This design comes from an exercise in tuning for small area, a short achievable clock period and few clock cycles per item on the open sky130 flow, not from production work. Function was checked by simulation only, so behaviour that the tests miss may differ from the original. No activity file was given, so power comes from the tool's default toggle rates.

==> flow/design.v, too long to show whole: its modules and the start of the top module <==
// module dadda_mul: 1909 lines
// module mul_ha: 4 lines
// module mul_fa: 4 lines
module dadda_mul
(
	input  logic        clk,
	input  logic        rst_n,
	input  logic        req_valid,
	input  logic [15:0] req_a,
	input  logic [15:0] req_b,
	output logic        rsp_valid,
	output logic [31:0] rsp_product
);
  // ...
==> flow/flow/run.sh <==
#!/bin/bash
set -euo pipefail
export BUFFER_PORTS_ARGS="-buffer_cell sky130_fd_sc_hd__buf_2"
bash standard.sh > standard_flow.log 2>&1
==> flow/standard.sh <==
#!/bin/bash
# synth_recipe.tcl (not shown) runs the flow's synth.tcl, then flattens the netlist and writes it again
# the make line also repeats each setting of config.mk as NAME=value (left out here)
make -C /OpenROAD-flow-scripts/flow DESIGN_CONFIG=/design/flow/config.mk WORK_HOME=/design/flow/orfs CLKGATE_MAP_FILE= SYNTH_SCRIPT=/design/flow/synth_recipe.tcl "${@:-finish}"
==> flow/config.mk <==
export PLATFORM = sky130hd
export DESIGN_NAME = dadda_mul
export DESIGN_NICKNAME = dadda_mul
export VERILOG_FILES = /design/flow/design.v
export SDC_FILE = /design/flow/constraint.sdc
export NUM_CORES = 4
export LEC_CHECK = 0
export CAP_MARGIN = 20
export CORE_MARGIN = 2
export CORE_UTILIZATION = 60
export CTS_BUF_LIST = sky130_fd_sc_hd__clkbuf_8
export PLACE_DENSITY = 0.75
export SETUP_SLACK_MARGIN = 0.4
export SLEW_MARGIN = 20
export SYNTH_HIERARCHICAL = 1
export SYNTH_MINIMUM_KEEP_SIZE = 0
==> flow/constraint.sdc <==
create_clock -name core_clock -period 3.0 [get_ports {clk}]
set_input_delay 0.6000 -clock core_clock [delete_from_list [all_inputs] [get_ports {clk}]]
set_output_delay 0.6000 -clock core_clock [all_outputs]
set_load 0.01 [all_outputs]
==> reports/metrics.csv, run 1 <==
stage,metric,value,unit
global_routing,global-route wire length before repair,33300,µm
timing,"Hold Violations, Final",0,
power,comb pwr,5630,µW
global_routing,gr usage total,0.249,
worst_hold_path,hold_sp,req_valid,
clock_tree,# resized after CTS,3,
worst_setup_path,Crit-path slowest cell,fa_1,
cells_and_area,utilization after layout,0.672,
global_routing,grt ovf,0,
die,TAP cells,216,
worst_hold_path,hold crit path type,in -> reg,
cells_and_area,Final nets,1185,
synth,most frequent cells after synthesis,"224 x nand2_1, 197 x fa_1, 150 x dfxtp_1",
route,routed len/inst,17.8,µm
placement,Detail Placement HPWL,15700,µm
run_status,outcome,"complete, no violations",
cells_and_area,"Non-Filler Cell Area, Final",10800,µm²
route,metal2 WL,9790,µm
die,# IOs,68,
power,Top pwr grp,combinational logic,
clock_tree,Max clock buf depth,2,
cells_and_area,Largest register FFs,2,
worst_setup_path,CP Buf/Inv Count,0,
power,clock share of power,0.148,
worst_setup_path,Top Family by Delay on Critical Path,adder cells,
worst_setup_path,maximum fanout along the worst path,3,
Testbench counts, summed over its fixed seeds: cycles 4,112, items 4,096.
==> run 2, diff against run 1 <==
--- a/flow/design.v
+++ b/flow/design.v
@@ -912,166 +912,204 @@
 	wire sum885;
 	wire sum886;
 	wire sum887;
 	wire sum888;
 	wire sum889;
 	wire sum890;
 	wire sum891;
 	wire sum892;
+	logic c410_q1;
+	logic s413_q1;
+	logic s415_q1;
 	logic c416_q1;
 	logic s419_q1;
 	logic s421_q1;
 	logic c422_q1;
 	logic s425_q1;
 	logic s427_q1;
 	logic c428_q1;
 	logic s431_q1;
 	logic s433_q1;
 	logic c434_q1;
 	logic s437_q1;
 	logic s439_q1;
 	logic c440_q1;
 	logic s443_q1;
+	logic c444_q1;
 	logic s445_q1;
+	logic c446_q1;
+	logic s451_q1;
+	logic s493_q1;
 	logic s497_q1;
+	logic c500_q1;
 	logic s501_q1;
+	logic c502_q1;
+	logic s503_q1;
 	logic c504_q1;
 	logic s505_q1;
 	logic c506_q1;
 	logic s507_q1;
 	logic c508_q1;
 	logic s509_q1;
 	logic c510_q1;
 	logic s511_q1;
 	logic c512_q1;
 	logic s513_q1;
 	logic c514_q1;
 	logic s515_q1;
 	logic c516_q1;
-	logic s517_q1;
-	logic c518_q1;
 	logic s519_q1;
 	logic c520_q1;
 	logic s523_q1;
 	logic c524_q1;
 	logic s527_q1;
 	logic c528_q1;
 	logic s531_q1;
 	logic c532_q1;
 	logic s535_q1;
 	logic c536_q1;
 	logic s539_q1;
 	logic c540_q1;
-	logic s541_q1;
-	logic c542_q1;
 	logic s543_q1;
 	logic c544_q1;
 	logic s545_q1;
 	logic c546_q1;
 	logic s547_q1;
 	logic c548_q1;
 	logic s549_q1;
 	logic c550_q1;
 	logic s551_q1;
+	logic c552_q1;
 	logic s553_q1;
 	logic c554_q1;
+	logic s555_q1;
+	logic s557_q1;
 	logic c558_q1;
 	logic c562_q1;
+	logic c566_q1;
+	logic c578_q1;
+	logic s579_q1;
 	logic c580_q1;
 	logic s581_q1;
 	logic c582_q1;
 	logic s583_q1;
 	logic c584_q1;
-	logic s585_q1;
-	logic c586_q1;
-	logic s611_q1;
-	logic c612_q1;
 	logic s613_q1;
 	logic c614_q1;
 	logic s615_q1;
+	logic c616_q1;
+	logic s617_q1;
+	logic c624_q1;
+	logic s625_q1;
+	logic c628_q1;
+	logic s629_q1;
 	logic c630_q1;
 	logic s631_q1;
 	logic c632_q1;
-	logic s633_q1;
-	logic c634_q1;
-	logic s671_q1;
-	logic c672_q1;
 	logic s673_q1;
+	logic c674_q1;
+	logic s675_q1;
 	logic p678_q1;
 	logic p678_q2;
-	logic g685_q1;
-	logic p686_q1;
+	logic p678_q3;
 	logic g687_q1;
 	logic p688_q1;
-	logic g689_q1;
-	logic p690_q1;
+	logic p700_q1;
+	logic g701_q1;
+	logic p702_q1;
+	logic g703_q1;
+	logic p704_q1;
+	logic g705_q1;
+	logic p706_q1;
+	logic g707_q1;
 	logic p708_q1;
 	logic g709_q1;
 	logic p710_q1;
+	logic g711_q1;
 	logic p712_q1;
 	logic g713_q1;
 	logic p714_q1;
+	logic g715_q1;
 	logic p716_q1;
 	logic g717_q1;
 	logic p718_q1;
+	logic g719_q1;
 	logic p720_q1;
 	logic g721_q1;
 	logic p722_q1;
+	logic g723_q1;
 	logic p724_q1;
 	logic g725_q1;
 	logic p726_q1;
+	logic g727_q1;
 	logic p728_q1;
 	logic g729_q1;
 	logic p730_q1;
+	logic g731_q1;
 	logic p732_q1;
 	logic g733_q1;
 	logic p734_q1;
 	logic g735_q1;
 	logic p736_q1;
-	logic p736_q2;
 	logic g737_q1;
+	logic g737_q2;
 	logic p738_q1;
 	logic p738_q2;
-	logic gg756_q1;
-	logic pg757_q1;
-	logic gg760_q1;
-	logic pg761_q1;
-	logic gg764_q1;
-	logic pg765_q1;
-	logic gg771_q1;
-	logic gg786_q1;
-	logic pg787_q1;
-	logic gg790_q1;
-	logic pg791_q1;
-	logic gg794_q1;
-	logic pg795_q1;
-	logic gg796_q1;
-	logic pg797_q1;
-	logic gg820_q1;
-	logic pg821_q1;
-	logic gg830_q1;
-	logic gg831_q1;
+	logic gg741_q1;
+	logic gg742_q1;
+	logic pg743_q1;
+	logic gg778_q1;
+	logic pg779_q1;
+	logic gg801_q1;
+	logic gg826_q1;
 	logic sum862_q1;
 	logic sum862_q2;
+	logic sum862_q3;
 	logic sum863_q1;
 	logic sum863_q2;
+	logic sum863_q3;
 	logic sum864_q1;
 	logic sum864_q2;
+	logic sum864_q3;
 	logic sum865_q1;
+	logic sum865_q2;
 	logic sum866_q1;
+	logic sum866_q2;
 	logic sum867_q1;
+	logic sum867_q2;
 	logic sum868_q1;
+	logic sum868_q2;
 	logic sum869_q1;
+	logic sum869_q2;
 	logic sum870_q1;
+	logic sum870_q2;
 	logic sum871_q1;
+	logic sum871_q2;
 	logic sum872_q1;
 	logic sum873_q1;
 	logic sum874_q1;
 	logic sum875_q1;
+	logic sum876_q1;
+	logic sum877_q1;
+	logic sum878_q1;
+	logic sum879_q1;
+	logic sum880_q1;
+	logic sum881_q1;
+	logic sum882_q1;
+	logic sum883_q1;
+	logic sum884_q1;
+	logic sum885_q1;
+	logic sum886_q1;
+	logic sum887_q1;
+	logic sum888_q1;
+	logic sum889_q1;
+	logic sum890_q1;
+	logic sum891_q1;
+	logic sum892_q1;
 	assign pp1 = ~(req_a[0] & req_b[0]);
 	assign pp2 = ~(req_a[1] & req_b[0]);
 	assign pp3 = ~(req_a[2] & req_b[0]);
 	assign pp4 = ~(req_a[3] & req_b[0]);
 	assign pp5 = ~(req_a[4] & req_b[0]);
 	assign pp6 = ~(req_a[5] & req_b[0]);
 	assign pp7 = ~(req_a[6] & req_b[0]);
 	assign pp8 = ~(req_a[7] & req_b[0]);
@@ -1461,29 +1499,29 @@
 	mul_fa u_s501 (.a(s389), .b(c386), .c(s391), .s(s501), .co(c502));
 	mul_fa u_s503 (.a(c388), .b(c390), .c(s393), .s(s503), .co(c504));
 	mul_fa u_s505 (.a(s395), .b(c392), .c(s397), .s(s505), .co(c506));
 	mul_fa u_s507 (.a(c394), .b(s399), .c(c396), .s(s507), .co(c508));
 	mul_fa u_s509 (.a(s401), .b(c398), .c(s403), .s(s509), .co(c510));
 	mul_fa u_s511 (.a(c400), .b(s405), .c(c402), .s(s511), .co(c512));
 	mul_fa u_s513 (.a(s407), .b(c404), .c(s409), .s(s513), .co(c514));
 	mul_fa u_s515 (.a(c406), .b(c408), .c(s411), .s(s515), .co(c516));
-	mul_fa u_s517 (.a(c410), .b(s413), .c(s415), .s(s517), .co(c518));
+	mul_fa u_s517 (.a(c410_q1), .b(s413_q1), .c(s415_q1), .s(s517), .co(c518));
 	mul_fa u_s519 (.a(c412), .b(s417), .c(c414), .s(s519), .co(c520));
 	mul_fa u_s521 (.a(s419_q1), .b(c416_q1), .c(s421_q1), .s(s521), .co(c522));
 	mul_fa u_s523 (.a(c418), .b(s423), .c(c420), .s(s523), .co(c524));
 	mul_fa u_s525 (.a(s425_q1), .b(c422_q1), .c(s427_q1), .s(s525), .co(c526));
 	mul_fa u_s527 (.a(c424), .b(s429), .c(c426), .s(s527), .co(c528));
 	mul_fa u_s529 (.a(s431_q1), .b(c428_q1), .c(s433_q1), .s(s529), .co(c530));
 	mul_fa u_s531 (.a(c430), .b(s435), .c(c432), .s(s531), .co(c532));
 	mul_fa u_s533 (.a(s437_q1), .b(c434_q1), .c(s439_q1), .s(s533), .co(c534));
 	mul_fa u_s535 (.a(c436), .b(s441), .c(c438), .s(s535), .co(c536));
 	mul_fa u_s537 (.a(s443_q1), .b(s445_q1), .c(c440_q1), .s(s537), .co(c538));
 	mul_fa u_s539 (.a(s447), .b(c442), .c(s449), .s(s539), .co(c540));
-	mul_fa u_s541 (.a(c444), .b(s451), .c(c446), .s(s541), .co(c542));
+	mul_fa u_s541 (.a(c444_q1), .b(s451_q1), .c(c446_q1), .s(s541), .co(c542));
 	mul_fa u_s543 (.a(s453), .b(c448), .c(c450), .s(s543), .co(c544));
 	mul_fa u_s545 (.a(s455), .b(c452), .c(s457), .s(s545), .co(c546));
 	mul_fa u_s547 (.a(c454), .b(s459), .c(s461), .s(s547), .co(c548));
 	mul_fa u_s549 (.a(c456), .b(s463), .c(c458), .s(s549), .co(c550));
 	mul_fa u_s551 (.a(c460), .b(c462), .c(s465), .s(s551), .co(c552));
 	mul_fa u_s553 (.a(s467), .b(s469), .c(c464), .s(s553), .co(c554));
 	mul_fa u_s555 (.a(pp250), .b(c466), .c(c468), .s(s555), .co(c556));
 	mul_fa u_s557 (.a(s471), .b(s473), .c(c470), .s(s557), .co(c558));
@@ -1496,83 +1534,83 @@
 	assign c570 = pp4 | pp19;
 	mul_fa u_s571 (.a(pp35), .b(pp50), .c(pp65), .s(s571), .co(c572));
 	mul_fa u_s573 (.a(pp81), .b(c478), .c(s481), .s(s573), .co(c574));
 	mul_fa u_s575 (.a(c482), .b(c480), .c(s483), .s(s575), .co(c576));
 	mul_fa u_s577 (.a(c484), .b(s487), .c(c486), .s(s577), .co(c578));
 	mul_fa u_s579 (.a(c488), .b(s491), .c(c490), .s(s579), .co(c580));
 	mul_fa u_s581 (.a(c492), .b(s495), .c(c494), .s(s581), .co(c582));
 	mul_fa u_s583 (.a(c496), .b(s499), .c(c498), .s(s583), .co(c584));
-	mul_fa u_s585 (.a(c500), .b(s503), .c(c502), .s(s585), .co(c586));
+	mul_fa u_s585 (.a(c500_q1), .b(s503_q1), .c(c502_q1), .s(s585), .co(c586));
 	mul_fa u_s587 (.a(c504_q1), .b(s507_q1), .c(c506_q1), .s(s587), .co(c588));
 	mul_fa u_s589 (.a(c508_q1), .b(s511_q1), .c(c510_q1), .s(s589), .co(c590));
 	mul_fa u_s591 (.a(c512_q1), .b(s515_q1), .c(c514_q1), .s(s591), .co(c592));
-	mul_fa u_s593 (.a(c516_q1), .b(s519_q1), .c(c518_q1), .s(s593), .co(c594));
+	mul_fa u_s593 (.a(c516_q1), .b(s519_q1), .c(c518), .s(s593), .co(c594));
 	mul_fa u_s595 (.a(c520_q1), .b(s523_q1), .c(c522), .s(s595), .co(c596));
 	mul_fa u_s597 (.a(c524_q1), .b(s527_q1), .c(c526), .s(s597), .co(c598));
 	mul_fa u_s599 (.a(c528_q1), .b(s531_q1), .c(c530), .s(s599), .co(c600));
 	mul_fa u_s601 (.a(c532_q1), .b(s535_q1), .c(s537), .s(s601), .co(c602));
-	mul_fa u_s603 (.a(s539_q1), .b(c536_q1), .c(s541_q1), .s(s603), .co(c604));
+	mul_fa u_s603 (.a(s539_q1), .b(c536_q1), .c(s541), .s(s603), .co(c604));
 	mul_fa u_s605 (.a(s543_q1), .b(c540_q1), .c(s545_q1), .s(s605), .co(c606));
 	mul_fa u_s607 (.a(s547_q1), .b(c544_q1), .c(c546_q1), .s(s607), .co(c608));
 	mul_fa u_s609 (.a(s551_q1), .b(c548_q1), .c(s553_q1), .s(s609), .co(c610));
-	mul_fa u_s611 (.a(c552), .b(s555), .c(s557), .s(s611), .co(c612));
+	mul_fa u_s611 (.a(c552_q1), .b(s555_q1), .c(s557_q1), .s(s611), .co(c612));
 	mul_fa u_s613 (.a(s559), .b(c556), .c(s561), .s(s613), .co(c614));
 	mul_fa u_s615 (.a(c560), .b(s563), .c(s565), .s(s615), .co(c616));
 	mul_fa u_s617 (.a(pp253), .b(c564), .c(s567), .s(s617), .co(c618));
 	mul_fa u_s619 (.a(pp224), .b(pp239), .c(pp254), .s(s619), .co(c620));
 	assign s621 = ~(pp3 ^ pp18);
 	assign c622 = pp3 | pp18;
 	mul_fa u_s623 (.a(pp34), .b(pp49), .c(s569), .s(s623), .co(c624));
 	mul_fa u_s625 (.a(c570), .b(s477), .c(s571), .s(s625), .co(c626));
 	mul_fa u_s627 (.a(c572), .b(s479), .c(s573), .s(s627), .co(c628));
 	mul_fa u_s629 (.a(s485), .b(c574), .c(s575), .s(s629), .co(c630));
 	mul_fa u_s631 (.a(s489), .b(c576), .c(s577), .s(s631), .co(c632));
-	mul_fa u_s633 (.a(c578), .b(s493), .c(s579), .s(s633), .co(c634));
+	mul_fa u_s633 (.a(c578_q1), .b(s493_q1), .c(s579_q1), .s(s633), .co(c634));
 	mul_fa u_s635 (.a(s497_q1), .b(c580_q1), .c(s581_q1), .s(s635), .co(c636));
 	mul_fa u_s637 (.a(s501_q1), .b(c582_q1), .c(s583_q1), .s(s637), .co(c638));
-	mul_fa u_s639 (.a(s505_q1), .b(c584_q1), .c(s585_q1), .s(s639), .co(c640));
-	mul_fa u_s641 (.a(s509_q1), .b(c586_q1), .c(s587), .s(s641), .co(c642));
+	mul_fa u_s639 (.a(s505_q1), .b(c584_q1), .c(s585), .s(s639), .co(c640));
+	mul_fa u_s641 (.a(s509_q1), .b(c586), .c(s587), .s(s641), .co(c642));
 	mul_fa u_s643 (.a(s513_q1), .b(c588), .c(s589), .s(s643), .co(c644));
-	mul_fa u_s645 (.a(s517_q1), .b(c590), .c(s591), .s(s645), .co(c646));
+	mul_fa u_s645 (.a(s517), .b(c590), .c(s591), .s(s645), .co(c646));
 	mul_fa u_s647 (.a(s521), .b(c592), .c(s593), .s(s647), .co(c648));
 	mul_fa u_s649 (.a(s525), .b(c594), .c(s595), .s(s649), .co(c650));
 	mul_fa u_s651 (.a(s529), .b(c596), .c(s597), .s(s651), .co(c652));
 	mul_fa u_s653 (.a(s533), .b(c598), .c(s599), .s(s653), .co(c654));
 	mul_fa u_s655 (.a(c534), .b(c600), .c(s601), .s(s655), .co(c656));
 	mul_fa u_s657 (.a(c538), .b(s603), .c(c602), .s(s657), .co(c658));
-	mul_fa u_s659 (.a(c542_q1), .b(s605), .c(c604), .s(s659), .co(c660));
+	mul_fa u_s659 (.a(c542), .b(s605), .c(c604), .s(s659), .co(c660));
 	mul_fa u_s661 (.a(s549_q1), .b(s607), .c(c606), .s(s661), .co(c662));
 	mul_fa u_s663 (.a(c550_q1), .b(s609), .c(c608), .s(s663), .co(c664));
-	mul_fa u_s665 (.a(c554_q1), .b(s611_q1), .c(c610), .s(s665), .co(c666));
-	mul_fa u_s667 (.a(c558_q1), .b(s613_q1), .c(c612_q1), .s(s667), .co(c668));
+	mul_fa u_s665 (.a(c554_q1), .b(s611), .c(c610), .s(s665), .co(c666));
+	mul_fa u_s667 (.a(c558_q1), .b(s613_q1), .c(c612), .s(s667), .co(c668));
 	mul_fa u_s669 (.a(c562_q1), .b(s615_q1), .c(c614_q1), .s(s669), .co(c670));
-	mul_fa u_s671 (.a(c566), .b(s617), .c(c616), .s(s671), .co(c672));
+	mul_fa u_s671 (.a(c566_q1), .b(s617_q1), .c(c616_q1), .s(s671), .co(c672));
 	mul_fa u_s673 (.a(c568), .b(s619), .c(c618), .s(s673), .co(c674));
 	mul_fa u_s675 (.a(pp240), .b(pp255), .c(c620), .s(s675), .co(c676));
 	assign g677 = pp1 | 1'b1;
 	assign p678 = pp1 ^ 1'b1;
 	assign g679 = pp2 & pp17;
 	assign p680 = pp2 ^ pp17;
 	assign g681 = pp33 & s621;
 	assign p682 = pp33 ^ s621;
 	assign g683 = s623 & c622;
 	assign p684 = s623 ^ c622;
-	assign g685 = s625 & c624;
-	assign p686 = s625 ^ c624;
+	assign g685 = s625_q1 & c624_q1;
+	assign p686 = s625_q1 ^ c624_q1;
 	assign g687 = s627 & c626;
 	assign p688 = s627 ^ c626;
-	assign g689 = s629 & c628;
-	assign p690 = s629 ^ c628;
+	assign g689 = s629_q1 & c628_q1;
+	assign p690 = s629_q1 ^ c628_q1;
 	assign g691 = s631_q1 & c630_q1;
 	assign p692 = s631_q1 ^ c630_q1;
-	assign g693 = s633_q1 & c632_q1;
-	assign p694 = s633_q1 ^ c632_q1;
-	assign g695 = s635 & c634_q1;
-	assign p696 = s635 ^ c634_q1;
+	assign g693 = s633 & c632_q1;
+	assign p694 = s633 ^ c632_q1;
+	assign g695 = s635 & c634;
+	assign p696 = s635 ^ c634;
 	assign g697 = s637 & c636;
 	assign p698 = s637 ^ c636;
 	assign g699 = s639 & c638;
 	assign p700 = s639 ^ c638;
 	assign g701 = s641 & c640;
 	assign p702 = s641 ^ c640;
 	assign g703 = s643 & c642;
 	assign p704 = s643 ^ c642;
@@ -1597,337 +1635,375 @@
 	assign g723 = s663 & c662;
 	assign p724 = s663 ^ c662;
 	assign g725 = s665 & c664;
 	assign p726 = s665 ^ c664;
 	assign g727 = s667 & c666;
 	assign p728 = s667 ^ c666;
 	assign g729 = s669 & c668;
 	assign p730 = s669 ^ c668;
-	assign g731 = s671_q1 & c670;
-	assign p732 = s671_q1 ^ c670;
-	assign g733 = s673_q1 & c672_q1;
-	assign p734 = s673_q1 ^ c672_q1;
-	assign g735 = s675 & c674;
-	assign p736 = s675 ^ c674;
+	assign g731 = s671 & c670;
+	assign p732 = s671 ^ c670;
+	assign g733 = s673_q1 & c672;
+	assign p734 = s673_q1 ^ c672;
+	assign g735 = s675_q1 & c674_q1;
+	assign p736 = s675_q1 ^ c674_q1;
 	assign g737 = pp256 & c676;
 	assign p738 = pp256 ^ c676;
 	assign g739 = 1'b1 & 1'b1;
 	assign p740 = 1'b1 ^ 1'b1;
 	assign gg741 = g679 | (p680 & g677);
 	assign gg742 = g683 | (p684 & g681);
 	assign pg743 = p684 & p682;
-	assign gg744 = g687_q1 | (p688_q1 & g685_q1);
-	assign pg745 = p688_q1 & p686_q1;
-	assign gg746 = g691 | (p692 & g689_q1);
-	assign pg747 = p692 & p690_q1;
+	assign gg744 = g687_q1 | (p688_q1 & g685);
+	assign pg745 = p688_q1 & p686;
+	assign gg746 = g691 | (p692 & g689);
+	assign pg747 = p692 & p690;
 	assign gg748 = g695 | (p696 & g693);
 	assign pg749 = p696 & p694;
 	assign gg750 = g699 | (p700 & g697);
 	assign pg751 = p700 & p698;
-	assign gg752 = g703 | (p704 & g701);
-	assign pg753 = p704 & p702;
-	assign gg754 = g707 | (p708 & g705);
-	assign pg755 = p708 & p706;
-	assign gg756 = g711 | (p712 & g709);
-	assign pg757 = p712 & p710;
-	assign gg758 = g715 | (p716 & g713);
-	assign pg759 = p716 & p714;
-	assign gg760 = g719 | (p720 & g717);
-	assign pg761 = p720 & p718;
-	assign gg762 = g723 | (p724 & g721);
-	assign pg763 = p724 & p722;
-	assign gg764 = g727 | (p728 & g725);
-	assign pg765 = p728 & p726;
-	assign gg766 = g731 | (p732 & g729);
-	assign pg767 = p732 & p730;
-	assign gg768 = g735_q1 | (p736_q1 & g733);
-	assign pg769 = p736_q1 & p734;
+	assign gg752 = g703_q1 | (p704_q1 & g701_q1);
+	assign pg753 = p704_q1 & p702_q1;
+	assign gg754 = g707_q1 | (p708_q1 & g705_q1);
+	assign pg755 = p708_q1 & p706_q1;
+	assign gg756 = g711_q1 | (p712_q1 & g709_q1);
+	assign pg757 = p712_q1 & p710_q1;
+	assign gg758 = g715_q1 | (p716_q1 & g713_q1);
+	assign pg759 = p716_q1 & p714_q1;
+	assign gg760 = g719_q1 | (p720_q1 & g717_q1);
+	assign pg761 = p720_q1 & p718_q1;
+	assign gg762 = g723_q1 | (p724_q1 & g721_q1);
+	assign pg763 = p724_q1 & p722_q1;
+	assign gg764 = g727_q1 | (p728_q1 & g725_q1);
+	assign pg765 = p728_q1 & p726_q1;
+	assign gg766 = g731_q1 | (p732_q1 & g729_q1);
+	assign pg767 = p732_q1 & p730_q1;
+	assign gg768 = g735_q1 | (p736_q1 & g733_q1);
+	assign pg769 = p736_q1 & p734_q1;
 	assign gg770 = g681 | (p682 & gg741);
-	assign gg771 = gg742 | (pg743 & gg741);
-	assign gg772 = g689_q1 | (p690_q1 & gg744);
-	assign pg773 = p690_q1 & pg745;
+	assign gg771 = gg742_q1 | (pg743_q1 & gg741_q1);
+	assign gg772 = g689 | (p690 & gg744);
+	assign pg773 = p690 & pg745;
 	assign gg774 = gg746 | (pg747 & gg744);
 	assign pg775 = pg747 & pg745;
 	assign gg776 = g697 | (p698 & gg748);
 	assign pg777 = p698 & pg749;
 	assign gg778 = gg750 | (pg751 & gg748);
 	assign pg779 = pg751 & pg749;
-	assign gg780 = g705 | (p706 & gg752);
-	assign pg781 = p706 & pg753;
+	assign gg780 = g705_q1 | (p706_q1 & gg752);
+	assign pg781 = p706_q1 & pg753;
 	assign gg782 = gg754 | (pg755 & gg752);
 	assign pg783 = pg755 & pg753;
-	assign gg784 = g713_q1 | (p714_q1 & gg756_q1);
-	assign pg785 = p714_q1 & pg757_q1;
+	assign gg784 = g713_q1 | (p714_q1 & gg756);
+	assign pg785 = p714_q1 & pg757;
 	assign gg786 = gg758 | (pg759 & gg756);
 	assign pg787 = pg759 & pg757;
-	assign gg788 = g721_q1 | (p722_q1 & gg760_q1);
-	assign pg789 = p722_q1 & pg761_q1;
+	assign gg788 = g721_q1 | (p722_q1 & gg760);
+	assign pg789 = p722_q1 & pg761;
 	assign gg790 = gg762 | (pg763 & gg760);
 	assign pg791 = pg763 & pg761;
-	assign gg792 = g729_q1 | (p730_q1 & gg764_q1);
-	assign pg793 = p730_q1 & pg765_q1;
+	assign gg792 = g729_q1 | (p730_q1 & gg764);
+	assign pg793 = p730_q1 & pg765;
 	assign gg794 = gg766 | (pg767 & gg764);
 	assign pg795 = pg767 & pg765;
-	assign gg796 = g737_q1 | (p738_q1 & gg768);
-	assign pg797 = p738_q1 & pg769;
-	assign gg798 = g685_q1 | (p686_q1 & gg771_q1);
-	assign gg799 = gg744 | (pg745 & gg771_q1);
-	assign gg800 = gg772 | (pg773 & gg771_q1);
-	assign gg801 = gg774 | (pg775 & gg771_q1);
-	assign gg802 = g701 | (p702 & gg778);
-	assign pg803 = p702 & pg779;
-	assign gg804 = gg752 | (pg753 & gg778);
-	assign pg805 = pg753 & pg779;
-	assign gg806 = gg780 | (pg781 & gg778);
-	assign pg807 = pg781 & pg779;
-	assign gg808 = gg782 | (pg783 & gg778);
-	assign pg809 = pg783 & pg779;
-	assign gg810 = g717_q1 | (p718_q1 & gg786_q1);
-	assign pg811 = p718_q1 & pg787_q1;
-	assign gg812 = gg760_q1 | (pg761_q1 & gg786_q1);
-	assign pg813 = pg761_q1 & pg787_q1;
-	assign gg814 = gg788 | (pg789 & gg786_q1);
-	assign pg815 = pg789 & pg787_q1;
-	assign gg816 = gg790_q1 | (pg791_q1 & gg786_q1);
-	assign pg817 = pg791_q1 & pg787_q1;
-	assign gg818 = g733_q1 | (p734_q1 & gg794_q1);
-	assign pg819 = p734_q1 & pg795_q1;
+	assign gg796 = g737_q2 | (p738_q2 & gg768);
+	assign pg797 = p738_q2 & pg769;
+	assign gg798 = g685 | (p686 & gg771);
+	assign gg799 = gg744 | (pg745 & gg771);
+	assign gg800 = gg772 | (pg773 & gg771);
+	assign gg801 = gg774 | (pg775 & gg771);
+	assign gg802 = g701_q1 | (p702_q1 & gg778_q1);
+	assign pg803 = p702_q1 & pg779_q1;
+	assign gg804 = gg752 | (pg753 & gg778_q1);
+	assign pg805 = pg753 & pg779_q1;
+	assign gg806 = gg780 | (pg781 & gg778_q1);
+	assign pg807 = pg781 & pg779_q1;
+	assign gg808 = gg782 | (pg783 & gg778_q1);
+	assign pg809 = pg783 & pg779_q1;
+	assign gg810 = g717_q1 | (p718_q1 & gg786);
+	assign pg811 = p718_q1 & pg787;
+	assign gg812 = gg760 | (pg761 & gg786);
+	assign pg813 = pg761 & pg787;
+	assign gg814 = gg788 | (pg789 & gg786);
+	assign pg815 = pg789 & pg787;
+	assign gg816 = gg790 | (pg791 & gg786);
+	assign pg817 = pg791 & pg787;
+	assign gg818 = g733_q1 | (p734_q1 & gg794);
+	assign pg819 = p734_q1 & pg795;
 	assign gg820 = gg768 | (pg769 & gg794);
 	assign pg821 = pg769 & pg795;
-	assign gg822 = gg796_q1 | (pg797_q1 & gg794_q1);
-	assign pg823 = pg797_q1 & pg795_q1;
+	assign gg822 = gg796 | (pg797 & gg794);
+	assign pg823 = pg797 & pg795;
 	assign gg824 = g693 | (p694 & gg801);
 	assign gg825 = gg748 | (pg749 & gg801);
 	assign gg826 = gg776 | (pg777 & gg801);
-	assign gg827 = gg778 | (pg779 & gg801);
-	assign gg828 = gg802 | (pg803 & gg801);
-	assign gg829 = gg804 | (pg805 & gg801);
-	assign gg830 = gg806 | (pg807 & gg801);
-	assign gg831 = gg808 | (pg809 & gg801);
+	assign gg827 = gg778_q1 | (pg779_q1 & gg801_q1);
+	assign gg828 = gg802 | (pg803 & gg801_q1);
+	assign gg829 = gg804 | (pg805 & gg801_q1);
+	assign gg830 = gg806 | (pg807 & gg801_q1);
+	assign gg831 = gg808 | (pg809 & gg801_q1);
 	assign gg832 = g725_q1 | (p726_q1 & gg816);
 	assign pg833 = p726_q1 & pg817;
-	assign gg834 = gg764_q1 | (pg765_q1 & gg816);
-	assign pg835 = pg765_q1 & pg817;
+	assign gg834 = gg764 | (pg765 & gg816);
+	assign pg835 = pg765 & pg817;
 	assign gg836 = gg792 | (pg793 & gg816);
 	assign pg837 = pg793 & pg817;
-	assign gg838 = gg794_q1 | (pg795_q1 & gg816);
-	assign pg839 = pg795_q1 & pg817;
+	assign gg838 = gg794 | (pg795 & gg816);
+	assign pg839 = pg795 & pg817;
 	assign gg840 = gg818 | (pg819 & gg816);
 	assign pg841 = pg819 & pg817;
-	assign gg842 = gg820_q1 | (pg821_q1 & gg816);
-	assign pg843 = pg821_q1 & pg817;
+	assign gg842 = gg820 | (pg821 & gg816);
+	assign pg843 = pg821 & pg817;
 	assign gg844 = gg822 | (pg823 & gg816);
 	assign pg845 = pg823 & pg817;
-	assign gg846 = g709_q1 | (p710_q1 & gg831_q1);
-	assign gg847 = gg756_q1 | (pg757_q1 & gg831_q1);
-	assign gg848 = gg784 | (pg785 & gg831_q1);
-	assign gg849 = gg786_q1 | (pg787_q1 & gg831_q1);
-	assign gg850 = gg810 | (pg811 & gg831_q1);
-	assign gg851 = gg812 | (pg813 & gg831_q1);
-	assign gg852 = gg814 | (pg815 & gg831_q1);
-	assign gg853 = gg816 | (pg817 & gg831_q1);
-	assign gg854 = gg832 | (pg833 & gg831_q1);
-	assign gg855 = gg834 | (pg835 & gg831_q1);
-	assign gg856 = gg836 | (pg837 & gg831_q1);
-	assign gg857 = gg838 | (pg839 & gg831_q1);
-	assign gg858 = gg840 | (pg841 & gg831_q1);
-	assign gg859 = gg842 | (pg843 & gg831_q1);
-	assign gg860 = gg844 | (pg845 & gg831_q1);
-	assign sum861 = p678_q2;
+	assign gg846 = g709_q1 | (p710_q1 & gg831);
+	assign gg847 = gg756 | (pg757 & gg831);
+	assign gg848 = gg784 | (pg785 & gg831);
+	assign gg849 = gg786 | (pg787 & gg831);
+	assign gg850 = gg810 | (pg811 & gg831);
+	assign gg851 = gg812 | (pg813 & gg831);
+	assign gg852 = gg814 | (pg815 & gg831);
+	assign gg853 = gg816 | (pg817 & gg831);
+	assign gg854 = gg832 | (pg833 & gg831);
+	assign gg855 = gg834 | (pg835 & gg831);
+	assign gg856 = gg836 | (pg837 & gg831);
+	assign gg857 = gg838 | (pg839 & gg831);
+	assign gg858 = gg840 | (pg841 & gg831);
+	assign gg859 = gg842 | (pg843 & gg831);
+	assign gg860 = gg844 | (pg845 & gg831);
+	assign sum861 = p678_q3;
 	assign sum862 = ~(p680 ^ g677);
 	assign sum863 = ~(p682 ^ gg741);
 	assign sum864 = ~(p684 ^ gg770);
-	assign sum865 = ~(p686_q1 ^ gg771_q1);
+	assign sum865 = ~(p686 ^ gg771);
 	assign sum866 = ~(p688_q1 ^ gg798);
-	assign sum867 = ~(p690_q1 ^ gg799);
+	assign sum867 = ~(p690 ^ gg799);
 	assign sum868 = ~(p692 ^ gg800);
 	assign sum869 = ~(p694 ^ gg801);
 	assign sum870 = ~(p696 ^ gg824);
 	assign sum871 = ~(p698 ^ gg825);
-	assign sum872 = ~(p700 ^ gg826);
-	assign sum873 = ~(p702 ^ gg827);
-	assign sum874 = ~(p704 ^ gg828);
-	assign sum875 = ~(p706 ^ gg829);
-	assign sum876 = ~(p708_q1 ^ gg830_q1);
-	assign sum877 = ~(p710_q1 ^ gg831_q1);
+	assign sum872 = ~(p700_q1 ^ gg826_q1);
+	assign sum873 = ~(p702_q1 ^ gg827);
+	assign sum874 = ~(p704_q1 ^ gg828);
+	assign sum875 = ~(p706_q1 ^ gg829);
+	assign sum876 = ~(p708_q1 ^ gg830);
+	assign sum877 = ~(p710_q1 ^ gg831);
 	assign sum878 = ~(p712_q1 ^ gg846);
 	assign sum879 = ~(p714_q1 ^ gg847);
 	assign sum880 = ~(p716_q1 ^ gg848);
 	assign sum881 = ~(p718_q1 ^ gg849);
 	assign sum882 = ~(p720_q1 ^ gg850);
 	assign sum883 = ~(p722_q1 ^ gg851);
 	assign sum884 = ~(p724_q1 ^ gg852);
 	assign sum885 = ~(p726_q1 ^ gg853);
 	assign sum886 = ~(p728_q1 ^ gg854);
 	assign sum887 = ~(p730_q1 ^ gg855);
 	assign sum888 = ~(p732_q1 ^ gg856);
 	assign sum889 = ~(p734_q1 ^ gg857);
-	assign sum890 = ~(p736_q2 ^ gg858);
+	assign sum890 = ~(p736_q1 ^ gg858);
 	assign sum891 = ~(p738_q2 ^ gg859);
 	assign sum892 = ~(p740 ^ gg860);
 	always_ff @(posedge clk) begin
+		c410_q1 <= c410;
+		s413_q1 <= s413;
+		s415_q1 <= s415;
 		c416_q1 <= c416;
 		s419_q1 <= s419;
 		s421_q1 <= s421;
 		c422_q1 <= c422;
 		s425_q1 <= s425;
 		s427_q1 <= s427;
 		c428_q1 <= c428;
 		s431_q1 <= s431;
 		s433_q1 <= s433;
 		c434_q1 <= c434;
 		s437_q1 <= s437;
 		s439_q1 <= s439;
 		c440_q1 <= c440;
 		s443_q1 <= s443;
+		c444_q1 <= c444;
 		s445_q1 <= s445;
+		c446_q1 <= c446;
+		s451_q1 <= s451;
+		s493_q1 <= s493;
 		s497_q1 <= s497;
+		c500_q1 <= c500;
 		s501_q1 <= s501;
+		c502_q1 <= c502;
+		s503_q1 <= s503;
 		c504_q1 <= c504;
 		s505_q1 <= s505;
 		c506_q1 <= c506;
 		s507_q1 <= s507;
 		c508_q1 <= c508;
 		s509_q1 <= s509;
 		c510_q1 <= c510;
 		s511_q1 <= s511;
 		c512_q1 <= c512;
 		s513_q1 <= s513;
 		c514_q1 <= c514;
 		s515_q1 <= s515;
 		c516_q1 <= c516;
-		s517_q1 <= s517;
-		c518_q1 <= c518;
 		s519_q1 <= s519;
 		c520_q1 <= c520;
 		s523_q1 <= s523;
 		c524_q1 <= c524;
 		s527_q1 <= s527;
 		c528_q1 <= c528;
 		s531_q1 <= s531;
 		c532_q1 <= c532;
 		s535_q1 <= s535;
 		c536_q1 <= c536;
 		s539_q1 <= s539;
 		c540_q1 <= c540;
-		s541_q1 <= s541;
-		c542_q1 <= c542;
 		s543_q1 <= s543;
 		c544_q1 <= c544;
 		s545_q1 <= s545;
 		c546_q1 <= c546;
 		s547_q1 <= s547;
 		c548_q1 <= c548;
 		s549_q1 <= s549;
 		c550_q1 <= c550;
 		s551_q1 <= s551;
+		c552_q1 <= c552;
 		s553_q1 <= s553;
 		c554_q1 <= c554;
+		s555_q1 <= s555;
+		s557_q1 <= s557;
 		c558_q1 <= c558;
 		c562_q1 <= c562;
+		c566_q1 <= c566;
+		c578_q1 <= c578;
+		s579_q1 <= s579;
 		c580_q1 <= c580;
 		s581_q1 <= s581;
 		c582_q1 <= c582;
 		s583_q1 <= s583;
 		c584_q1 <= c584;
-		s585_q1 <= s585;
-		c586_q1 <= c586;
-		s611_q1 <= s611;
-		c612_q1 <= c612;
 		s613_q1 <= s613;
 		c614_q1 <= c614;
 		s615_q1 <= s615;
+		c616_q1 <= c616;
+		s617_q1 <= s617;
+		c624_q1 <= c624;
+		s625_q1 <= s625;
+		c628_q1 <= c628;
+		s629_q1 <= s629;
 		c630_q1 <= c630;
 		s631_q1 <= s631;
 		c632_q1 <= c632;
-		s633_q1 <= s633;
-		c634_q1 <= c634;
-		s671_q1 <= s671;
-		c672_q1 <= c672;
 		s673_q1 <= s673;
+		c674_q1 <= c674;
+		s675_q1 <= s675;
 		p678_q1 <= p678;
 		p678_q2 <= p678_q1;
-		g685_q1 <= g685;
-		p686_q1 <= p686;
+		p678_q3 <= p678_q2;
 		g687_q1 <= g687;
 		p688_q1 <= p688;
-		g689_q1 <= g689;
-		p690_q1 <= p690;
+		p700_q1 <= p700;
+		g701_q1 <= g701;
+		p702_q1 <= p702;
+		g703_q1 <= g703;
+		p704_q1 <= p704;
+		g705_q1 <= g705;
+		p706_q1 <= p706;
+		g707_q1 <= g707;
 		p708_q1 <= p708;
 		g709_q1 <= g709;
 		p710_q1 <= p710;
+		g711_q1 <= g711;
 		p712_q1 <= p712;
 		g713_q1 <= g713;
 		p714_q1 <= p714;
+		g715_q1 <= g715;
 		p716_q1 <= p716;
 		g717_q1 <= g717;
 		p718_q1 <= p718;
+		g719_q1 <= g719;
 		p720_q1 <= p720;
 		g721_q1 <= g721;
 		p722_q1 <= p722;
+		g723_q1 <= g723;
 		p724_q1 <= p724;
 		g725_q1 <= g725;
 		p726_q1 <= p726;
+		g727_q1 <= g727;
 		p728_q1 <= p728;
 		g729_q1 <= g729;
 		p730_q1 <= p730;
+		g731_q1 <= g731;
 		p732_q1 <= p732;
 		g733_q1 <= g733;
 		p734_q1 <= p734;
 		g735_q1 <= g735;
 		p736_q1 <= p736;
-		p736_q2 <= p736_q1;
 		g737_q1 <= g737;
+		g737_q2 <= g737_q1;
 		p738_q1 <= p738;
 		p738_q2 <= p738_q1;
-		gg756_q1 <= gg756;
-		pg757_q1 <= pg757;
-		gg760_q1 <= gg760;
-		pg761_q1 <= pg761;
-		gg764_q1 <= gg764;
-		pg765_q1 <= pg765;
-		gg771_q1 <= gg771;
-		gg786_q1 <= gg786;
-		pg787_q1 <= pg787;
-		gg790_q1 <= gg790;
-		pg791_q1 <= pg791;
-		gg794_q1 <= gg794;
-		pg795_q1 <= pg795;
-		gg796_q1 <= gg796;
-		pg797_q1 <= pg797;
-		gg820_q1 <= gg820;
-		pg821_q1 <= pg821;
-		gg830_q1 <= gg830;
-		gg831_q1 <= gg831;
+		gg741_q1 <= gg741;
+		gg742_q1 <= gg742;
+		pg743_q1 <= pg743;
+		gg778_q1 <= gg778;
+		pg779_q1 <= pg779;
+		gg801_q1 <= gg801;
+		gg826_q1 <= gg826;
 		sum862_q1 <= sum862;
 		sum862_q2 <= sum862_q1;
+		sum862_q3 <= sum862_q2;
 		sum863_q1 <= sum863;
 		sum863_q2 <= sum863_q1;
+		sum863_q3 <= sum863_q2;
 		sum864_q1 <= sum864;
 		sum864_q2 <= sum864_q1;
+		sum864_q3 <= sum864_q2;
 		sum865_q1 <= sum865;
+		sum865_q2 <= sum865_q1;
 		sum866_q1 <= sum866;
+		sum866_q2 <= sum866_q1;
 		sum867_q1 <= sum867;
+		sum867_q2 <= sum867_q1;
 		sum868_q1 <= sum868;
+		sum868_q2 <= sum868_q1;
 		sum869_q1 <= sum869;
+		sum869_q2 <= sum869_q1;
 		sum870_q1 <= sum870;
+		sum870_q2 <= sum870_q1;
 		sum871_q1 <= sum871;
+		sum871_q2 <= sum871_q1;
 		sum872_q1 <= sum872;
 		sum873_q1 <= sum873;
 		sum874_q1 <= sum874;
 		sum875_q1 <= sum875;
+		sum876_q1 <= sum876;
+		sum877_q1 <= sum877;
+		sum878_q1 <= sum878;
+		sum879_q1 <= sum879;
+		sum880_q1 <= sum880;
+		sum881_q1 <= sum881;
+		sum882_q1 <= sum882;
+		sum883_q1 <= sum883;
+		sum884_q1 <= sum884;
+		sum885_q1 <= sum885;
+		sum886_q1 <= sum886;
+		sum887_q1 <= sum887;
+		sum888_q1 <= sum888;
+		sum889_q1 <= sum889;
+		sum890_q1 <= sum890;
+		sum891_q1 <= sum891;
+		sum892_q1 <= sum892;
 	end
-	logic [1:0] vld;
+	logic [2:0] vld;
 	always_ff @(posedge clk or negedge rst_n) begin
 		if (!rst_n) vld <= '0;
-		else vld <= {vld[0:0], req_valid};
+		else vld <= {vld[1:0], req_valid};
 	end
-	assign rsp_valid = vld[1];
-	assign rsp_product = {sum892, sum891, sum890, sum889, sum888, sum887, sum886, sum885, sum884, sum883, sum882, sum881, sum880, sum879, sum878, sum877, sum876, sum875_q1, sum874_q1, sum873_q1, sum872_q1, sum871_q1, sum870_q1, sum869_q1, sum868_q1, sum867_q1, sum866_q1, sum865_q1, sum864_q2, sum863_q2, sum862_q2, sum861};
+	assign rsp_valid = vld[2];
+	assign rsp_product = {sum892_q1, sum891_q1, sum890_q1, sum889_q1, sum888_q1, sum887_q1, sum886_q1, sum885_q1, sum884_q1, sum883_q1, sum882_q1, sum881_q1, sum880_q1, sum879_q1, sum878_q1, sum877_q1, sum876_q1, sum875_q1, sum874_q1, sum873_q1, sum872_q1, sum871_q2, sum870_q2, sum869_q2, sum868_q2, sum867_q2, sum866_q2, sum865_q2, sum864_q3, sum863_q3, sum862_q3, sum861};
 endmodule
 module mul_ha (input wire a, input wire b, output wire s, output wire co);
 	assign s = a ^ b;
 	assign co = a & b;
 endmodule
 module mul_fa (input wire a, input wire b, input wire c, output wire s, output wire co);
 	assign s = a ^ b ^ c;
 	assign co = (a & b) | (a & c) | (b & c);
--- a/flow/config.mk
+++ b/flow/config.mk
@@ -5,12 +5,12 @@
 export SDC_FILE = /design/flow/constraint.sdc
 export NUM_CORES = 4
 export LEC_CHECK = 0
 export CAP_MARGIN = 20
 export CORE_MARGIN = 2
 export CORE_UTILIZATION = 60
 export CTS_BUF_LIST = sky130_fd_sc_hd__clkbuf_8
 export PLACE_DENSITY = 0.75
-export SETUP_SLACK_MARGIN = 0.4
+export SETUP_SLACK_MARGIN = 0.8
 export SLEW_MARGIN = 20
 export SYNTH_HIERARCHICAL = 1
 export SYNTH_MINIMUM_KEEP_SIZE = 0
==> run 2 against run 1 <==
Net effect:
- power is 4.5% lower
- utilization shrank 0.94 points
- sequential power grew 26%
- cell count increased by 4.3%
- synthesized area increased by 9.5%
- combinational power down 25%
- global-route usage down 0.96 points
- non-clock buffer count down 27
- largest power group unchanged
==> reports/metrics.csv, run 2 <==
stage,metric,value,unit,change
synth,"area leader, netlist",fa_1,,
power,leakage power,0.00467,µW,
route,vias per inst,5.38,,
clock_tree,H-tree depth,4,,
cells_and_area,Largest register FFs,3,,+1
synth,synth top area cells,"fa_1 37%, dfxtp_1 35%, nand2_1 8.1%",,
timing,Final Cycle Share,0.729,,
synth,largest family of logic cells by synthesized area,adder cells,,
clock_tree,clk root buf,clkbuf_8,,
synth,Post-Syn Instances,927,,
placement,Place WS,183,ps,
timing,Clock Skew,10.8,ps,
worst_setup_path,"Req. time, crit path",3340,ps,
route,antenna-violating nets left,0,,
power,sequential share of power,0.415,,
synth,most frequent cells after synthesis,"232 x nand2_1, 198 x fa_1, 188 x dfxtp_1",,
die,die width,138,µm,
placement,Buffers on Ports,67,,
cells_and_area,synth-to-layout area growth,9.19,%,
power,Int Pwr,6380,µW,
clock_tree,Max clock buf depth,2,,unchanged
worst_setup_path,CP Launch Type,input port,,
power,total power,10000,µW,
route,TritonRoute pass-1 iters,5,,
die,Core Region,17800,µm²,
synth,Post-Synth Adder-Cell Area,0.421,,
placement,global placement routability congestion,0.886,,
global_routing,gr usage total,0.240,,-0.00963
flow_run,max cap viols,0,,
clock_tree,total clock sinks,191,,
global_routing,pin count of the biggest net entering global routing,18,,
clock_tree,"Clk Latency, worst-skew pair",460,ps,
synth,Synth warnings,7,,
power,Gate power share,0.420,,
die,row count,49,,
global_routing,vias in the first global route,7041,,
timing,setup TNS,0,ps,
cells_and_area,# diodes,0,,
clock_tree,total CTS buffers,17,,
synth,register area share after synthesis,0.356,,
cells_and_area,"commonest non-fill, non-tap cell in the layout",nand2_1,,
timing,Peak Freq,458,MHz,
synth,post-synth cell types,52,,
cells_and_area,share of layout cells above drive strength 1,0.194,,
worst_setup_path,maximum fanout along the worst path,16,,+13
timing,slew at the pin closest to its max-slew limit,475,ps,
timing,min Tclk post-route,2190,ps,
timing,final setup margin,814,ps,
clock_tree,CTS tree,done,,
route,final WL,21400,µm,
power,switching part of the total,0.362,,
worst_hold_path,hold crit path type,in -> reg,,
power,Max VDD drop,0.000523,V,
timing,Slew HR,0.684,,
clock_tree,clock-pin slew on the worst setup and hold paths,90,ps,
route,vias post-DR,6381,,
die,# IOs,68,,unchanged
die,die area,19100,µm²,
synth,"Avg Cell Area, Syn",11.6,µm²,
power,Net Sw Power,3620,µW,
timing,"Hold Violations, Final",0,,unchanged
timing,fin. max-slew vios,0,,
synth,Mapped Area,10800,µm²,
synth,"flops & latches, synth",191,,
placement,Detail Placement HPWL,16000,µm,+1.8%
route,Initial DRC Count,384,,
die,die span in y,138,µm,
synth,Post-Synth XOR/XNOR Area,0.0162,,
synth,syn nets,1206,,
global_routing,global-route wire length before repair,35400,µm,+6.3%
cells_and_area,Reg with most FFs,vld,,
route,# DRC,0,,
global_routing,initial antenna violation count,2,,
clock_tree,post-CTS setup buffers,0,,
route,routed len/inst,18.1,µm,+1.4%
synth,Post-Synth Simple-Gate Area,0.119,,
synth,"FFs w/ async S/R, synth",0.0157,,
timing,# setup viols final,0,,
global_routing,grt ovf,0,,unchanged
cells_and_area,most frequent cells in the layout,"218 x nand2_1, 187 x dfxtp_1, 149 x fa_1",,
synth,Compound-Gate Fraction of Synth Area,0.0359,,
worst_setup_path,endpoint type of the worst setup path,flop,,
die,starting density of the core,0.607,,
synth,most numerous cell in the Yosys netlist,nand2_1,,
worst_setup_path,Crit Path Class,in -> reg,,
timing,RSZ-0062 raised after global routing,no,,
worst_setup_path,R2R setup slack,840,ps,
power,clock share of power,0.165,,+0.017
synth,Synth top area share,0.367,,
synth,"EDFF count, synth",0,,
power,power per cell area,848,nW/µm²,
run_status,outcome,"complete, no violations",,
cells_and_area,Final nets,1222,,+3.1%
synth,"Primary FF master, synth",dfxtp_1,,
synth,multiplexer area fraction after synthesis,0.00104,,
worst_setup_path,"Data arrival, critical path",2520,ps,
==> run 2: cell types whose count changed after synthesis, moves of 3 or more <==
cell,delta
nor2_1,+8
a21o_1,-9
dfxtp_1,+38
nand2_1,+8
and3_1,-4
a21oi_1,-3
o21ai_0,+4
nand3_1,-3
nor3_1,+3
==> run 2: final cells by class <==
| class | instances | area [µm²] |
|---|---|---|
| Multi-Input combinational cell | 620 | 6640 |
| Fill cell | 1333 | 5990 |
| Sequential cell | 191 | 3840 |
| Timing Repair Buffer | 70 | 468 |
| Tap cell | 229 | 287 |
| Clock buffer | 17 | 234 |
| Inverter | 43 | 161 |
| Clock inverter | 15 | 158 |
==> run 2: critical path: stages <==
cell,delay (ps)
buf_4,260
nand2_1,130
fa_1,510
fa_1,560
fa_1,450
==> run 2: per-layer routing <==
metal	GRT usage	wire length, µm	vias up
li1	-	-	2859
met1	0.329	9320	3206
met2	0.366	9790	273
met3	0.0710	1840	41
met4	0.0913	458	2
met5	0	13	-
==> run 2: cell families (layout without fill, tap and decap cells) <==
| group | count (synthesis) | after routing |
|---|---|---|
| xor gates and xnor gates | 20 | 20 |
| buffers and inverters | 116 | 145 |
| DFF | 191 | 191 |
| AOI/OAI and AO/OA | 52 | 52 |
| muxes | 1 | 1 |
| and+or+nand+nor | 303 | 303 |
| adders and majority gates | 244 | 244 |
==> run 2: path summary, 6_finish.rpt <==
kind / startpoint / endpoint / cells past startpoint
worst max-delay path: req_b[6] / s509_q1 / 5
worst min-delay path: req_valid / vld[0] / 1
worst max register to register: c446_q1 / p718_q1 / 4
worst min register to register: sum870_q1 / sum870_q2 / 0
max in group asynchronous: rst_n / vld[2] / 2
min in group asynchronous: rst_n / vld[1] / 2
==> run 2: power by group through the flow <==
| stage | sequential, µW | combinational, µW | clock [µW] |
|---|---|---|---|
| floorplan | 4080 | 3350 | 0 |
| global placement | 4180 | 4040 | 0 |
| detailed placement | 4210 | 4210 | 0 |
| CTS | 4160 | 4280 | 1710 |
| global route | 4260 | 4910 | 1800 |
| finish | 4150 | 4200 | 1650 |
==> run 2: metrics by stage <==
| step | cell area, µm² | hold slack (ps) | utilization | std cells |
|---|---|---|---|---|
| 2_1_floorplan | 11400 | 304 | - | 927 |
| 3_3_place_gp | 11200 | 310 | 0.633 | 1152 |
| 3_5_place_dp | 11200 | 312 | 0.633 | 1152 |
| 4_1_cts | 11700 | 206 | 0.659 | 1185 |
| 5_1_grt | 11800 | 210 | 0.663 | 1185 |
| 6_report | 11800 | 237 | 0.663 | 1185 |
==> run 2: repair_timing <==
item / CTS / global route
gates cloned: 0 / 0
hold buffers: 1 / 0
resized for setup: 24 / 22
pin swaps: 1 / 8
endpoints found under the hold margin: 3 / 0
setup endpoints to repair: 15 / 21
==> run 2: per-module statistics from Yosys (local to each module, per instance) <==
module,flops+latches,copies in the design
dadda_mul,191,1
mul_fa,0,195
Testbench counts of run 2, summed over its fixed seeds: cycles 4,120, items 4,096.
==> run 3, diff against run 2 <==
--- a/flow/config.mk
+++ b/flow/config.mk
@@ -7,7 +7,7 @@
 export LEC_CHECK = 0
 export CAP_MARGIN = 20
 export CORE_MARGIN = 2
-export CORE_UTILIZATION = 60
+export CORE_UTILIZATION = 65
 export CTS_BUF_LIST = sky130_fd_sc_hd__clkbuf_8
 export PLACE_DENSITY = 0.75
 export SETUP_SLACK_MARGIN = 0.8
==> run 3 against run 2 <==
Net effect:
- still clean
- register-to-register slack worse by 20 ps
- clock power is 3% lower
- sequential power hardly changed
- critical path depth is 2 higher
- worst setup slack worse by 11 ps
- sequential share of layout area is 0.055 points higher
- cell count is 0.34% lower
- power is 0.41% higher
- hold slack worse by 3.8 ps
- cell area is 0.20% lower
- synthesized area stayed put
- routed wire length is 1.9% lower
- largest power group unchanged
==> reports/metrics.csv, run 3 <==
stage,metric,value,unit,change
timing,RSZ-0062 raised after global routing,yes,,
synth,register area share after synthesis,0.356,,unchanged
timing,setup TNS,0,ps,unchanged
route,final WL,21000,µm,-1.9%
synth,Synth warnings,7,,unchanged
synth,synth top area cells,"fa_1 37%, dfxtp_1 35%, nand2_1 8.1%",,
clock_tree,clock-pin slew on the worst setup and hold paths,90,ps,about the same
route,Initial DRC Count,365,,-4.9%
route,routed len/inst,17.8,µm,-1.5%
die,die span in y,133,µm,-3.8%
synth,Mapped Area,10800,µm²,unchanged
synth,most numerous cell in the Yosys netlist,nand2_1,,
worst_setup_path,CP Launch Type,input port,,
placement,global placement routability congestion,0.866,,-2.2%
run_status,outcome,"complete, no violations",,
worst_setup_path,maximum fanout along the worst path,16,,unchanged
timing,fin. max-slew vios,0,,unchanged
synth,"Avg Cell Area, Syn",11.6,µm²,unchanged
cells_and_area,most frequent cells in the layout,"218 x nand2_1, 188 x dfxtp_1, 150 x fa_1",,
global_routing,pin count of the biggest net entering global routing,17,,-1
cells_and_area,Largest register FFs,3,,unchanged
timing,Clock Skew,15.1,ps,+4.34 ps
die,# IOs,68,,unchanged
synth,Post-Syn Instances,927,,unchanged
die,die area,17700,µm²,-7.5%
cells_and_area,utilization after layout,0.717,,+0.0540
worst_setup_path,Crit Path Class,in -> reg,,
clock_tree,total clock sinks,191,,unchanged
cells_and_area,synth-to-layout area growth,8.97,%,
worst_hold_path,hold crit path type,in -> reg,,
synth,most frequent cells after synthesis,"232 x nand2_1, 198 x fa_1, 188 x dfxtp_1",,
route,vias post-DR,6440,,+0.92%
placement,Placed Instances,1149,,-0.26%
cells_and_area,"commonest non-fill, non-tap cell in the layout",nand2_1,,
timing,Slew HR,0.654,,-0.0294
die,starting density of the core,0.658,,+0.0508
synth,"FFs w/ async S/R, synth",0.0157,,unchanged
die,row count,47,,-4.1%
global_routing,grt ovf,0,,unchanged
die,die width,133,µm,-3.8%
synth,"flops & latches, synth",191,,unchanged
worst_setup_path,"Req. time, crit path",3360,ps,+20 ps
global_routing,initial antenna violation count,0,,-2
worst_setup_path,"Data arrival, critical path",2560,ps,+40 ps
power,leakage power,0.00468,µW,+0.28%
synth,"Primary FF master, synth",dfxtp_1,,
clock_tree,"Clk Latency, worst-skew pair",480,ps,+20 ps
cells_and_area,share of layout cells above drive strength 1,0.193,,-0.00101
power,Max VDD drop,0.000724,V,+38%
timing,Peak Freq,455,MHz,-0.51%
global_routing,vias in the first global route,6882,,-2.3%
clock_tree,Max clock buf depth,2,,unchanged
synth,"EDFF count, synth",0,,unchanged
route,TritonRoute pass-1 iters,5,,unchanged
global_routing,gr usage total,0.261,,+0.0213
placement,Buffers on Ports,67,,unchanged
timing,slew at the pin closest to its max-slew limit,519,ps,+44.0 ps
clock_tree,H-tree depth,4,,unchanged
synth,post-synth cell types,52,,unchanged
timing,min Tclk post-route,2200,ps,+11.2 ps
worst_setup_path,endpoint type of the worst setup path,flop,,
timing,Final Cycle Share,0.732,,+0.00373
power,power per cell area,854,nW/µm²,+0.62%
cells_and_area,Reg with most FFs,vld,,
timing,# setup viols final,0,,unchanged
synth,"area leader, netlist",fa_1,,
clock_tree,total CTS buffers,17,,unchanged
die,Core Region,16400,µm²,-7.7%
synth,syn nets,1206,,unchanged
placement,Detail Placement HPWL,15700,µm,-2.0%
cells_and_area,# diodes,0,,unchanged
clock_tree,CTS tree,done,,
clock_tree,clk root buf,clkbuf_8,,
flow_run,max cap viols,0,,unchanged
synth,Synth top area share,0.367,,unchanged
timing,"Hold Violations, Final",0,,unchanged
route,vias per inst,5.45,,+1.3%
clock_tree,post-CTS setup buffers,0,,unchanged
route,antenna-violating nets left,0,,unchanged
global_routing,global-route wire length before repair,34800,µm,-1.9%
timing,Hold Slack,233,ps,-3.84 ps
route,# DRC,0,,unchanged
cells_and_area,Final nets,1228,,+0.49%
cells_and_area,Non-Filler Instances,1181,,-0.34%
-- run 3: timing repair --
item | in CTS | in global routing
hold buffers | 1 | 0
pin swaps | 0 | 8
endpoints found under the hold margin | 3 | 0
gates resized for setup | 8 | 32
setup endpoints to repair | 4 | 21
gates cloned | 0 | 0
-- run 3: area by class of cell --
| type | count | area, µm² |
|---|---|---|
| multi-input combinational | 620 | 6620 |
| fill | 1149 | 4650 |
| sequential | 191 | 3840 |
| timing repair buffer | 76 | 494 |
| tap | 220 | 275 |
| clock buffer | 19 | 262 |
| inverter | 43 | 161 |
| clock inverter | 12 | 109 |
-- run 3: metal layers --
metal,global-route usage,share of wire,vias to the layer above
met5,0,0,-
met4,0.0980,0.025,0
met3,0.0728,0.079,41
met2,0.414,0.48,257
met1,0.348,0.41,3272
li1,-,-,2870
-- run 3: kinds of logic (layout without fill, tap and decap cells) --
family | after synthesis | after routing | share of synthesized area
adders and majority gates | 244 | 244 | 0.421
and+or+nand+nor | 303 | 303 | 0.119
muxes | 1 | 1 | 0.00104
xor gates and xnor gates | 20 | 20 | 0.0162
DFF | 191 | 191 | 0.356
AOI/OAI and AO/OA | 52 | 52 | 0.0359
buffers and inverters | 116 | 150 | 0.0515
-- run 3: critical path, cell delays in order --
cell    delay (ps)
buf_6          140
and2_4         160
ha_1           290
inv_2           40
fa_1           480
fa_2           410
fa_1           430
-- run 3: worst paths after layout --
kind	start	end	slack, ps	cells past startpoint
hold reg to reg	p678_q2	p678_q3	330	0
min in group asynchronous	rst_n	vld[2]	430	2
max in group asynchronous	rst_n	vld[0]	2460	2
hold / removal	req_valid	vld[0]	230	1
setup reg to reg	c446_q1	p718_q1	820	4
setup / recovery	req_a[8]	s583_q1	800	7
-- run 3: per-module statistics from Yosys, one instance, submodules excluded --
| module | flip-flops and latches | cells | times used |
|---|---|---|---|
| dadda_mul | 191 | 732 | 1 |
| mul_fa | 0 | 1 | 195 |
-- run 3: where the power goes --
part           total (µW)  switching (µW)  internal, µW
sequential           4140             522          3620
clock                1600             904           701
combinational        4290            2260          2030
-- run 3: through the flow --
step | cell area [µm²] | setup WS, ps | power, µW
6_report | 11800 | 803 | 10000
5_1_grt | 11800 | 778 | 11000
4_1_cts | 11700 | 802 | 10100
3_5_place_dp | 11300 | 239 | 8470
3_3_place_gp | 11300 | 255 | 8230
2_1_floorplan | 11400 | 543 | 7420

==> static timing again, ports no longer ideal <==
Ports are ideal in the flow. The routed layouts listed here were re-timed in OpenROAD. Step 1 assumes that a clkbuf_16 drives the clock port and a buf_2 every other input. Step 2 also shifts input and output timing later by t, the mid clock arrival at the registers, as if the neighbouring blocks saw the same clock. a / b / c = ideal / step 1 / step 2; a / b = the first two.
run	t, ns	slack for setup (ns)	worst setup path at the end	clock arrival spread, ns
run 1	0.509	0.450 / 0.446 / 0.067	input to register	0.012 / 0.012
run 2	0.498	0.814 / 0.808 / 0.310	input to register	0.012 / 0.013
run 3	0.514	0.803 / 0.796 / 0.282	input to register	0.018 / 0.018
After both steps setup and hold are still met in every run listed. The setup slack of run 3, which loses most, moves by -0.007 ns with the drivers and by -0.521 ns with both steps.
